Background: an optimization exercise with open tools, aiming at a short achievable clock period and few clock cycles per item. Do not read the settings as production practice.
The RTL was checked by simulation tests, not by an equivalence proof against the original design.
Power figures rest on the tool's default switching activity, not on a simulated workload.

==> flow/design.v <==
`default_nettype none
package rvv_arch_pkg;
    localparam int VLEN       = 128;
    localparam int SEW        = 8;
    localparam int NUM_ELEM   = VLEN / SEW;
    localparam int NUM_VREG   = 32;
    localparam int VREG_IDX_W = 5;
    localparam int XLEN       = 32;
    localparam int INST_W     = 32;
    typedef logic [VLEN-1:0]       vreg_t;
    typedef logic [VREG_IDX_W-1:0] vidx_t;
    typedef enum logic [2:0] {
        ALU_ADD,
        ALU_SUB,
        ALU_AND,
        ALU_OR,
        ALU_XOR,
        ALU_MV,
        ALU_VID
    } alu_op_e;
    localparam logic [6:0] OPCODE_V = 7'b1010111;
    localparam logic [2:0] F3_OPIVV = 3'b000;
    localparam logic [2:0] F3_OPIVX = 3'b100;
    localparam logic [2:0] F3_OPMVV = 3'b010;
    localparam logic [5:0] F6_VADD  = 6'b000000;
    localparam logic [5:0] F6_VSUB  = 6'b000010;
    localparam logic [5:0] F6_VAND  = 6'b001001;
    localparam logic [5:0] F6_VOR   = 6'b001010;
    localparam logic [5:0] F6_VXOR  = 6'b001011;
    localparam logic [5:0] F6_VMV   = 6'b010111;
    localparam logic [5:0] F6_VMUNARY0 = 6'b010100;
    localparam logic [4:0] VS1_VID     = 5'b10001;
endpackage
`default_nettype wire
`default_nettype none
package rvv_pipe_pkg;
    localparam int P_INST_W = 32;
    localparam int P_XLEN   = 32;
    localparam int P_VLEN   = 128;
    localparam int P_VIDX_W = 5;
    localparam int P_OP_W   = 3;
    localparam int CQ_DEPTH = 8;
    localparam int UQ_DEPTH = 4;
    localparam int CQ_CNT_W = $clog2(CQ_DEPTH) + 1;
    typedef struct packed {
        logic [P_INST_W-1:0] inst;
        logic [P_XLEN-1:0]   scalar;
    } rvv_cmd_t;
    localparam int CMD_W = P_INST_W + P_XLEN;
    typedef struct packed {
        logic [P_OP_W-1:0]              op;
        logic [P_VIDX_W-1:0]           vd;
        logic [P_VIDX_W-1:0]           vs_a;
        logic [P_VIDX_W-1:0]           vs_b;
        logic                          scalar_en;
        logic [P_XLEN-1:0] scalar;
        logic                          illegal;
    } rvv_uop_t;
    localparam int UOP_W = P_OP_W + 3 * P_VIDX_W + 1 + P_XLEN + 1;
    typedef struct packed {
        logic [P_OP_W-1:0] op;
        logic [P_VIDX_W-1:0]   vd;
        logic [P_VLEN-1:0]   src_a;
        logic [P_VLEN-1:0]   src_b;
        logic                  illegal;
    } alu_req_t;
    typedef struct packed {
        logic [P_VIDX_W-1:0] vd;
        logic [P_VLEN-1:0] data;
        logic                illegal;
    } rt_res_t;
endpackage
`default_nettype wire
`timescale 1ns/1ps
`default_nettype none
module rvv_fifo #(
    parameter int WIDTH = 1,
    parameter int DEPTH = 4
) (
    input  logic                   clk,
    input  logic                   rst_n,
    input  logic                   push,
    input  logic [WIDTH-1:0]       din,
    input  logic                   pop,
    output logic [WIDTH-1:0]       dout,
    output logic                   full,
    output logic                   empty,
    output logic [$clog2(DEPTH):0] count
);
    localparam int PTR_W = $clog2(DEPTH);
    logic [WIDTH-1:0] mem [DEPTH];
    logic [PTR_W-1:0] wr_ptr;
    logic [PTR_W-1:0] rd_ptr;
    logic             do_push;
    logic             do_pop;
    assign do_push = push & ~full;
    assign do_pop  = pop & ~empty;
    assign full  = (count == ($clog2(DEPTH)+1)'(DEPTH));
    assign empty = (count == '0);
    assign dout  = mem[rd_ptr];
    always_ff @(posedge clk) begin
        if (do_push) begin
            mem[wr_ptr] <= din;
        end
    end
    always_ff @(posedge clk) begin
        if (!rst_n) begin
            wr_ptr <= '0;
            rd_ptr <= '0;
            count  <= '0;
        end else begin
            if (do_push) begin
                wr_ptr <= (wr_ptr == PTR_W'(DEPTH-1)) ? '0 : wr_ptr + 1'b1;
            end
            if (do_pop) begin
                rd_ptr <= (rd_ptr == PTR_W'(DEPTH-1)) ? '0 : rd_ptr + 1'b1;
            end
            if (do_push && !do_pop) begin
                count <= count + 1'b1;
            end else if (do_pop && !do_push) begin
                count <= count - 1'b1;
            end
        end
    end
endmodule
`default_nettype wire
`timescale 1ns/1ps
`default_nettype none
module rvv_decode (
    input  rvv_pipe_pkg::rvv_cmd_t cmd,
    input  logic                   cmd_valid,
    output logic                   cmd_pop,
    output rvv_pipe_pkg::rvv_uop_t uop,
    output logic                   uop_push,
    input  logic                   uq_full
);
    logic [5:0] funct6;
    logic       vm;
    logic [2:0] funct3;
    logic [6:0] opcode;
    assign funct6 = cmd.inst[31:26];
    assign vm     = cmd.inst[25];
    assign funct3 = cmd.inst[14:12];
    assign opcode = cmd.inst[6:0];
    assign cmd_pop  = cmd_valid & ~uq_full;
    assign uop_push = cmd_pop;
    always_comb begin
        uop.vd        = cmd.inst[11:7];
        uop.vs_a      = cmd.inst[24:20];
        uop.vs_b      = cmd.inst[19:15];
        uop.scalar    = cmd.scalar;
        uop.op        = rvv_arch_pkg::ALU_ADD;
        uop.scalar_en = 1'b0;
        uop.illegal   = 1'b0;
        case (funct3)
            rvv_arch_pkg::F3_OPIVV: begin
                case (funct6)
                    rvv_arch_pkg::F6_VADD: uop.op = rvv_arch_pkg::ALU_ADD;
                    rvv_arch_pkg::F6_VSUB: uop.op = rvv_arch_pkg::ALU_SUB;
                    rvv_arch_pkg::F6_VAND: uop.op = rvv_arch_pkg::ALU_AND;
                    rvv_arch_pkg::F6_VOR:  uop.op = rvv_arch_pkg::ALU_OR;
                    rvv_arch_pkg::F6_VXOR: uop.op = rvv_arch_pkg::ALU_XOR;
                    default: uop.illegal = 1'b1;
                endcase
            end
            rvv_arch_pkg::F3_OPIVX: begin
                uop.scalar_en = 1'b1;
                case (funct6)
                    rvv_arch_pkg::F6_VADD: uop.op = rvv_arch_pkg::ALU_ADD;
                    rvv_arch_pkg::F6_VMV:  uop.op = rvv_arch_pkg::ALU_MV;
                    default: uop.illegal = 1'b1;
                endcase
            end
            rvv_arch_pkg::F3_OPMVV: begin
                uop.scalar_en = 1'b1;
                if (funct6 == rvv_arch_pkg::F6_VMUNARY0 && cmd.inst[19:15] == rvv_arch_pkg::VS1_VID) begin
                    uop.op = rvv_arch_pkg::ALU_VID;
                end else begin
                    uop.illegal = 1'b1;
                end
            end
            default: uop.illegal = 1'b1;
        endcase
        if (opcode != rvv_arch_pkg::OPCODE_V || !vm) begin
            uop.illegal = 1'b1;
        end
    end
endmodule
`default_nettype wire
`timescale 1ns/1ps
`default_nettype none
module rvv_dispatch (
    input  logic                   clk,
    input  logic                   rst_n,
    input  rvv_pipe_pkg::rvv_uop_t uop,
    input  logic                   uop_valid,
    output logic                   uop_ready,
    output rvv_arch_pkg::vidx_t    rd_idx_a,
    output rvv_arch_pkg::vidx_t    rd_idx_b,
    input  rvv_arch_pkg::vreg_t    rd_data_a,
    input  rvv_arch_pkg::vreg_t    rd_data_b,
    output rvv_pipe_pkg::alu_req_t req,
    output logic                   req_valid,
    input  logic                   req_ready,
    input  logic                   clr_valid,
    input  rvv_arch_pkg::vidx_t    clr_idx,
    output logic                   busy_any
);
    logic [rvv_arch_pkg::NUM_VREG-1:0] busy;
    logic [rvv_arch_pkg::NUM_VREG-1:0] busy_nxt;
    logic                hazard;
    logic                accept;
    rvv_arch_pkg::vreg_t               src_b;
    assign rd_idx_a = uop.vs_a;
    assign rd_idx_b = uop.vs_b;
    assign hazard = busy[uop.vs_a]
                  | (~uop.scalar_en & busy[uop.vs_b])
                  | (~uop.illegal & busy[uop.vd]);
    assign uop_ready = ~hazard & (~req_valid | req_ready);
    assign accept    = uop_valid & uop_ready;
    assign busy_any  = |busy;
    assign src_b = uop.scalar_en ? {rvv_arch_pkg::NUM_ELEM{uop.scalar[rvv_arch_pkg::SEW-1:0]}} : rd_data_b;
    always_comb begin
        busy_nxt = busy;
        if (clr_valid) begin
            busy_nxt[clr_idx] = 1'b0;
        end
        if (accept && !uop.illegal) begin
            busy_nxt[uop.vd] = 1'b1;
        end
    end
    always_ff @(posedge clk) begin
        if (!rst_n) begin
            req_valid <= 1'b0;
            busy      <= '0;
        end else begin
            busy <= busy_nxt;
            if (accept) begin
                req_valid <= 1'b1;
            end else if (req_ready) begin
                req_valid <= 1'b0;
            end
        end
    end
    always_ff @(posedge clk) begin
        if (accept) begin
            req.op      <= uop.op;
            req.vd      <= uop.vd;
            req.src_a   <= rd_data_a;
            req.src_b   <= src_b;
            req.illegal <= uop.illegal;
        end
    end
endmodule
`default_nettype wire
`timescale 1ns/1ps
`default_nettype none
module rvv_vrf (
    input  logic                clk,
    input  logic                rst_n,
    input  rvv_arch_pkg::vidx_t rd_idx_a,
    input  rvv_arch_pkg::vidx_t rd_idx_b,
    output rvv_arch_pkg::vreg_t rd_data_a,
    output rvv_arch_pkg::vreg_t rd_data_b,
    input  logic                wr_en,
    input  rvv_arch_pkg::vidx_t wr_idx,
    input  rvv_arch_pkg::vreg_t wr_data
);
    rvv_arch_pkg::vreg_t regs [rvv_arch_pkg::NUM_VREG];
    assign rd_data_a = regs[rd_idx_a];
    assign rd_data_b = regs[rd_idx_b];
    always_ff @(posedge clk) begin
        if (!rst_n) begin
            for (int i = 0; i < rvv_arch_pkg::NUM_VREG; i++) begin
                regs[i] <= '0;
            end
        end else if (wr_en) begin
            regs[wr_idx] <= wr_data;
        end
    end
endmodule
`default_nettype wire
`timescale 1ns/1ps
`default_nettype none
module rvv_alu (
    input  logic                   clk,
    input  logic                   rst_n,
    input  rvv_pipe_pkg::alu_req_t req,
    input  logic                   req_valid,
    output logic                   req_ready,
    output rvv_pipe_pkg::rt_res_t  res,
    output logic                   res_valid,
    input  logic                   res_ready
);
    logic [rvv_arch_pkg::SEW-1:0] a_e;
    logic [rvv_arch_pkg::SEW-1:0] b_e;
    rvv_arch_pkg::vreg_t          result;
    assign req_ready = ~res_valid | res_ready;
    always_comb begin
        result = '0;
        for (int i = 0; i < rvv_arch_pkg::NUM_ELEM; i++) begin
            a_e = req.src_a[i*rvv_arch_pkg::SEW +: rvv_arch_pkg::SEW];
            b_e = req.src_b[i*rvv_arch_pkg::SEW +: rvv_arch_pkg::SEW];
            case (req.op)
                rvv_arch_pkg::ALU_ADD: result[i*rvv_arch_pkg::SEW +: rvv_arch_pkg::SEW] = a_e + b_e;
                rvv_arch_pkg::ALU_SUB: result[i*rvv_arch_pkg::SEW +: rvv_arch_pkg::SEW] = a_e - b_e;
                rvv_arch_pkg::ALU_AND: result[i*rvv_arch_pkg::SEW +: rvv_arch_pkg::SEW] = a_e & b_e;
                rvv_arch_pkg::ALU_OR:  result[i*rvv_arch_pkg::SEW +: rvv_arch_pkg::SEW] = a_e | b_e;
                rvv_arch_pkg::ALU_XOR: result[i*rvv_arch_pkg::SEW +: rvv_arch_pkg::SEW] = a_e ^ b_e;
                rvv_arch_pkg::ALU_VID: result[i*rvv_arch_pkg::SEW +: rvv_arch_pkg::SEW] = rvv_arch_pkg::SEW'(i);
                default: result[i*rvv_arch_pkg::SEW +: rvv_arch_pkg::SEW] = b_e;
            endcase
        end
        if (req.illegal) begin
            result = '0;
        end
    end
    always_ff @(posedge clk) begin
        if (!rst_n) begin
            res_valid <= 1'b0;
        end else if (req_ready) begin
            res_valid <= req_valid;
        end
    end
    always_ff @(posedge clk) begin
        if (req_valid && req_ready) begin
            res.vd      <= req.vd;
            res.data    <= result;
            res.illegal <= req.illegal;
        end
    end
endmodule
`default_nettype wire
`timescale 1ns/1ps
`default_nettype none
module rvv_retire (
    input  logic                  clk,
    input  logic                  rst_n,
    input  rvv_pipe_pkg::rt_res_t res,
    input  logic                  res_valid,
    output logic                  res_ready,
    output logic                  rt_valid,
    output rvv_arch_pkg::vidx_t   rt_vd,
    output rvv_arch_pkg::vreg_t   rt_data,
    output logic                  rt_illegal,
    input  logic                  rt_ready,
    output logic                  wr_en,
    output rvv_arch_pkg::vidx_t   wr_idx,
    output rvv_arch_pkg::vreg_t   wr_data,
    output logic                  clr_valid,
    output rvv_arch_pkg::vidx_t   clr_idx
);
    logic commit;
    assign res_ready = ~rt_valid | rt_ready;
    assign commit    = rt_valid & rt_ready & ~rt_illegal;
    assign wr_en     = commit;
    assign wr_idx    = rt_vd;
    assign wr_data   = rt_data;
    assign clr_valid = commit;
    assign clr_idx   = rt_vd;
    always_ff @(posedge clk) begin
        if (!rst_n) begin
            rt_valid <= 1'b0;
        end else if (res_ready) begin
            rt_valid <= res_valid;
        end
    end
    always_ff @(posedge clk) begin
        if (res_valid && res_ready) begin
            rt_vd      <= res.vd;
            rt_data    <= res.data;
            rt_illegal <= res.illegal;
        end
    end
endmodule
`default_nettype wire
`timescale 1ns/1ps
`default_nettype none
module rvv_backend (
    input  logic                                 clk,
    input  logic                                 rst_n,
    input  logic                                 insts_valid,
    input  logic [rvv_arch_pkg::INST_W-1:0]      insts,
    input  logic [rvv_arch_pkg::XLEN-1:0]        insts_scalar,
    output logic                                 insts_ready,
    output logic [rvv_pipe_pkg::CQ_CNT_W-1:0]    remaining_count,
    output logic                                 rt_valid,
    output rvv_arch_pkg::vidx_t                  rt_vd,
    output rvv_arch_pkg::vreg_t                  rt_data,
    output logic                                 rt_illegal,
    input  logic                                 rt_ready,
    output logic                                 rvv_idle
);
    localparam int CQ_CNT_W = rvv_pipe_pkg::CQ_CNT_W;
    localparam int CQ_DEPTH = rvv_pipe_pkg::CQ_DEPTH;
    rvv_pipe_pkg::rvv_cmd_t              cmd_in;
    rvv_pipe_pkg::rvv_cmd_t              cmd_cq2de;
    logic                  cq_full;
    logic                  cq_empty;
    logic [rvv_pipe_pkg::CQ_CNT_W-1:0]   cq_count;
    logic                  pop_de2cq;
    rvv_pipe_pkg::rvv_uop_t              uop_de2uq;
    logic                  push_de2uq;
    logic                  uq_full;
    logic                  uq_empty;
    rvv_pipe_pkg::rvv_uop_t              uop_uq2dp;
    logic                  uop_ready_dp2uq;
    rvv_arch_pkg::vidx_t                 rd_idx_a;
    rvv_arch_pkg::vidx_t                 rd_idx_b;
    rvv_arch_pkg::vreg_t                 rd_data_a;
    rvv_arch_pkg::vreg_t                 rd_data_b;
    rvv_pipe_pkg::alu_req_t              req_dp2alu;
    logic                  req_valid_dp2alu;
    logic                  req_ready_alu2dp;
    rvv_pipe_pkg::rt_res_t               res_alu2rt;
    logic                  res_valid_alu2rt;
    logic                  res_ready_rt2alu;
    logic                  wr_en;
    rvv_arch_pkg::vidx_t                 wr_idx;
    rvv_arch_pkg::vreg_t                 wr_data;
    logic                  clr_valid;
    rvv_arch_pkg::vidx_t                 clr_idx;
    logic                  busy_any;
    assign cmd_in          = {insts, insts_scalar};
    assign insts_ready     = ~cq_full;
    assign remaining_count = CQ_CNT_W'(CQ_DEPTH) - cq_count;
    rvv_fifo #(.WIDTH(rvv_pipe_pkg::CMD_W), .DEPTH(rvv_pipe_pkg::CQ_DEPTH)) u_cmd_queue (
        .clk(clk), .rst_n(rst_n),
        .push(insts_valid & insts_ready), .din(cmd_in),
        .pop(pop_de2cq), .dout(cmd_cq2de),
        .full(cq_full), .empty(cq_empty), .count(cq_count)
    );
    rvv_decode u_decode (
        .cmd(cmd_cq2de), .cmd_valid(~cq_empty), .cmd_pop(pop_de2cq),
        .uop(uop_de2uq), .uop_push(push_de2uq), .uq_full(uq_full)
    );
    rvv_fifo #(.WIDTH(rvv_pipe_pkg::UOP_W), .DEPTH(rvv_pipe_pkg::UQ_DEPTH)) u_uop_queue (
        .clk(clk), .rst_n(rst_n),
        .push(push_de2uq), .din(uop_de2uq),
        .pop(~uq_empty & uop_ready_dp2uq), .dout(uop_uq2dp),
        .full(uq_full), .empty(uq_empty), .count()
    );
    rvv_dispatch u_dispatch (
        .clk(clk), .rst_n(rst_n),
        .uop(uop_uq2dp), .uop_valid(~uq_empty), .uop_ready(uop_ready_dp2uq),
        .rd_idx_a(rd_idx_a), .rd_idx_b(rd_idx_b),
        .rd_data_a(rd_data_a), .rd_data_b(rd_data_b),
        .req(req_dp2alu), .req_valid(req_valid_dp2alu), .req_ready(req_ready_alu2dp),
        .clr_valid(clr_valid), .clr_idx(clr_idx), .busy_any(busy_any)
    );
    rvv_vrf u_vrf (
        .clk(clk), .rst_n(rst_n),
        .rd_idx_a(rd_idx_a), .rd_idx_b(rd_idx_b),
        .rd_data_a(rd_data_a), .rd_data_b(rd_data_b),
        .wr_en(wr_en), .wr_idx(wr_idx), .wr_data(wr_data)
    );
    rvv_alu u_alu (
        .clk(clk), .rst_n(rst_n),
        .req(req_dp2alu), .req_valid(req_valid_dp2alu), .req_ready(req_ready_alu2dp),
        .res(res_alu2rt), .res_valid(res_valid_alu2rt), .res_ready(res_ready_rt2alu)
    );
    rvv_retire u_retire (
        .clk(clk), .rst_n(rst_n),
        .res(res_alu2rt), .res_valid(res_valid_alu2rt), .res_ready(res_ready_rt2alu),
        .rt_valid(rt_valid), .rt_vd(rt_vd), .rt_data(rt_data),
        .rt_illegal(rt_illegal), .rt_ready(rt_ready),
        .wr_en(wr_en), .wr_idx(wr_idx), .wr_data(wr_data),
        .clr_valid(clr_valid), .clr_idx(clr_idx)
    );
    assign rvv_idle = cq_empty & uq_empty & ~req_valid_dp2alu & ~res_valid_alu2rt
                    & ~rt_valid & ~busy_any;
endmodule
`default_nettype wire
==> flow/run.sh <==
#!/bin/bash
# synth_recipe.tcl (not shown) runs the flow's synth.tcl, then flattens the netlist and writes it again
# the make line also repeats each setting of config.mk as NAME=value (left out here)
make -C /OpenROAD-flow-scripts/flow DESIGN_CONFIG=/design/flow/config.mk WORK_HOME=/design/flow/orfs CLKGATE_MAP_FILE= SYNTH_SCRIPT=/design/flow/synth_recipe.tcl finish
==> flow/config.mk <==
export PLATFORM = sky130hd
export DESIGN_NAME = rvv_backend
export DESIGN_NICKNAME = rvv_backend
export VERILOG_FILES = /design/flow/design.v
export SDC_FILE = /design/flow/constraint.sdc
export NUM_CORES = 8
export LEC_CHECK = 0
export CAP_MARGIN = 20
export CORE_MARGIN = 2
export CORE_UTILIZATION = 25
export SLEW_MARGIN = 20
==> flow/constraint.sdc <==
create_clock -name core_clock -period 6.0 [get_ports {clk}]
set_input_delay 1.2000 -clock core_clock [delete_from_list [all_inputs] [get_ports {clk}]]
set_output_delay 1.2000 -clock core_clock [all_outputs]
set_load 0.01 [all_outputs]
==> out/qor.csv <==
stage,metric,value,unit
yosys,synthMuxAreaShare,20.6,%
yosys,syn_nets,18600,
place,hpwl,544,mm
yosys,ys_seq_elements,5118,
cts,post_cts.repair.setup_buffers,0,
drt,remaining_drc_errors,0,
critical_path,worstPathArrival,5.68,ns
cts,ctsResizeCount,0,
global_route,grt_pass1_vias,174000,
yosys,synth_simple_gate_area_share,12.9,%
sta,rsz0062_at_grt,false,
flow_run,cap_violations,0,
place,globalplace.congestion,0.830,
critical_path,crit_buf_inv,3,
floorplanning,die-area,1.08,mm²
place,pre_cts_slack,1.03,ns
cells_and_area,drive_above_1_share,21.6,%
cts,ctsRootBufferMaster,clkbuf_16,
drt,via_per_inst,5.36,
critical_path,cp-end-kind,flip-flop,
critical_path,crit_top_cell,buf_4,
critical_path,worstPathCellList,buf_4 -> mux4_4 -> buf_4 -> buf_4 -> mux4_2 -> and2_1 -> a211oi_1 -> a311oi_1 -> a21oi_1 -> o21ai_0,
cts,clkTransAtPathRegs,0.06,ns
critical_path,worst_ep_required_time,6.68,ns
cts,htree_levels,6,
critical_path,crit_end,u_dispatch.req[17],
sta,fin_ws,1.00,ns
sta,clock_skew,0.139,ns
pwr,power_frac_clock,20.5,%
cts,cts_buffers,588,
pwr,ir_worst_vdd,1060,µV
sta,fmax,0.200,GHz
critical_path,critical-path-slowest-cell,mux4_4,
pwr,p_per_area,543,mW/mm²
place,postPlaceCellArea,0.289,mm²
critical_path,cp.depth,10,
critical_path,r2r_end,u_dispatch.req[17],
yosys,synth-adder-area-share,2.03,%
floorplanning,die_x,1.04,mm
place,dp_cells,31300,
yosys,ys.warnings.count,7,
sta,fin_tns_setup,0,ns
global_route,antenna_found_initial,119,
critical_path,reg2reg_slack,1.00,ns
floorplanning,die_y,1.04,mm
drt,totalWireLength,985,mm
yosys,ys.flop_type,edfxtp_1,
drt,drt_iter0_markers,27800,
critical_path,critPathTopFamily,multiplexers,
cts,clk_latency,1.12,ns
sta,period_share,83.3,%
pwr,comb_power_share,51.7,%
cells_and_area,fin_cells,32400,
sta,setup-violations-final,0,
yosys,synthCells,18100,
yosys,synth.avg_cell_area,14.8,µm²
cts,clock_path_buffers,5,
yosys,synth_edf_count,5061,
sta,post-route-min-period,5.00,ns
pwr,p_switching,68500,µW
pwr,seqPwrFrac,27.7,%
floorplanning,rows,380,
critical_path,startpoint_type,flip-flop,
cells_and_area,final_net_count,18200,
worst_hold_path,hold_path_class,reg2reg,
cts,hold_buffers,0,
yosys,yosys.cell_types.count,62,
pwr,swShare,41.0,%
critical_path,crit_type,reg2reg,
drt,ant_nets,0,
cells_and_area,fill_cells,106000,
yosys,async_flop_share,0,%
drt,dr_total_vias,173000,
drt,wl_per_cell,30.5,µm
floorplanning,fp.coreArea,1.07,mm²
yosys,ys_seq_area_share,57.1,%
global_route,grt_util_all_layers,17.7,%
cells_and_area,mostFrequentLayoutCells,"edfxtp_1 (5061), and2_1 (4356), mux4_2 (2389)",
critical_path,critical-path-max-stage-delay,1.02,ns
drt,firstDrtPassIters,6,
sta,slew_headroom,15.8,%
sta,hold_viol_final,0,
cts,clock-sinks,5118,
yosys,synth_compound_area_share,3.63,%
global_route,grt_pass1_wl,1370,mm
cells_and_area,final_common_cell,edfxtp_1,
place,io_buffer_count,184,
global_route,grt_overflow,0,
pwr,p_total,167000,µW
sta,finalMaxSlewViolations,0,
yosys,synth.cell_area,0.268,mm²
cells_and_area,final_area,0.307,mm²
critical_path,reg2reg_depth,10,
yosys,synth_top_family_by_area,multiplexers,
cells_and_area,area_growth,14.5,%
global_route,grt_max_degree,127,
cts,cts_tree,yes,
yosys,synthXorXnorAreaFrac,0.637,%
sta,worst_slew_pin_slew,1.26,ns
pwr,p_int,98400,µW
critical_path,crit_path_max_fanout,36,
pwr,leakage,0.106,µW
floorplanning,ioPinCount,209,
run_status,status,timing/DRC/antenna clean,
floorplanning,start_util,25.1,%
-- power groups by stage --
stage	Clock, µW	Combinational (µW)	Sequential [µW]
floorplan	0	56600	45900
detailed placement	0	85100	46900
global placement	0	85100	46800
finish	34300	86300	46300
CTS	34600	85400	46200
global route	35900	90400	46600
-- cell usage after synthesis, types with 12 or more instances --
cell type,number,share of area (%)
and2_1,4356,10
nand4b_1,12,0.039
nand2_1,1172,1.6
dfxtp_1,57,0.43
a211o_1,16,0.052
ha_1,406,1.9
nor2b_1,34,0.079
a21o_1,21,0.059
nor4_1,15,0.035
clkbuf_1,1515,2.1
a31oi_1,164,0.38
a211oi_1,272,0.76
o21ai_0,325,0.61
o22ai_1,36,0.084
buf_2,38,0.071
nand3_1,47,0.088
mux2i_1,79,0.29
mux2_2,37,0.16
a21oi_1,363,0.68
edfxtp_1,5061,57
nor3_1,140,0.26
nor2_1,345,0.48
xor2_1,57,0.19
inv_1,400,0.56
xnor2_1,138,0.45
a221oi_1,74,0.24
mux4_2,2394,20
buf_1,228,0.32
a311oi_1,138,0.45
a21boi_0,32,0.090
fa_1,18,0.13
-- flip-flops by register name, indices dropped and copies added, names as in the netlist, 4 cells and up, named ones only --
signal and cells:
u_vrf.regs 4096, u_cmd_queue.mem 320, u_dispatch.req 265, u_alu.res 134
u_retire.rt_data 128, u_uop_queue.mem 112, u_dispatch.busy 32, u_retire.rt_vd 5
u_cmd_queue.count 4
-- logic make-up after synthesis --
group                      count (synthesis)
adders and majority gates                424
buffers and inverters                   2184
DFF                                     5118
and+or+nand+nor                         6171
xor gates and xnor gates                 195
muxes                                   2511
AOI/OAI and AO/OA                       1515
-- per-stage QoR --
| step | hold WS, ns | utilization, % |
|---|---|---|
| finish | 0.376 | 28.7 |
| global placement | 0.401 | 27.0 |
| floorplan | 0.400 | - |
| detailed placement | 0.405 | 27.0 |
| CTS | 0.360 | 28.7 |
| global route | 0.378 | 28.7 |
-- how the worst min path moves through the flow --
stage                   startpoint               endpoint  slack (ns)  depth (start not counted)
2_1_floorplan  u_dispatch.req[257]         u_alu.res[129]        0.40                          0
3_3_place_gp        u_alu.res[117]  u_retire.rt_data[116]        0.40                          0
3_5_place_dp         u_alu.res[35]   u_retire.rt_data[34]        0.40                          0
4_1_cts              u_alu.res[39]   u_retire.rt_data[38]        0.36                          0
5_1_grt              u_alu.res[39]   u_retire.rt_data[38]        0.38                          0
6_report             u_alu.res[39]   u_retire.rt_data[38]        0.38                          0
-- routing by layer --
layer	vias to the layer above	share of wire (%)	GRT usage [%]
li1	67900	-	-
met3	2211	12	4.78
met1	91000	38	23.0
met4	34	4.3	7.19
met5	-	0.023	0
met2	12300	46	28.0
-- cell type report --
type / count / area (µm²) / area share [%]
diodes: 103 / 258 / 0.0839
flip-flops and latches: 5118 / 153000 / 49.9
multi-input cells: 10800 / 108000 / 35.0
repair buffers: 806 / 9460 / 3.08
clock buffers: 727 / 15400 / 5.02
well taps: 14100 / 17700 / 5.76
inverters: 400 / 1510 / 0.491
clock inverters: 246 / 2010 / 0.653
Testbench counts, summed over its fixed seeds: cycles 6,559, items 3,200.

-- afterwards: timing with drivers on the ports --
Ports are ideal in the flow. The routed layout listed here was re-timed in OpenROAD. Step 1, drivers: a clkbuf_16 drives clk and a buf_2 each remaining input, both assumed. Step 2 also shifts input and output timing later by t, the mid clock arrival at the registers, as if the neighbouring blocks saw the same clock. Three values: no drivers, after step 1, after step 2; two values: the first two.
t (ns): 1.193
setup slack, ns: 1.001 / 1.001 / 0.869
worst register clock-pin slew, ns: 0.07 / 0.07
pins driven straight from the clock port: 1
After both steps this run still meets setup and hold. The setup slack of this run moves by 0.000 ns with the drivers and by -0.132 ns with both steps.
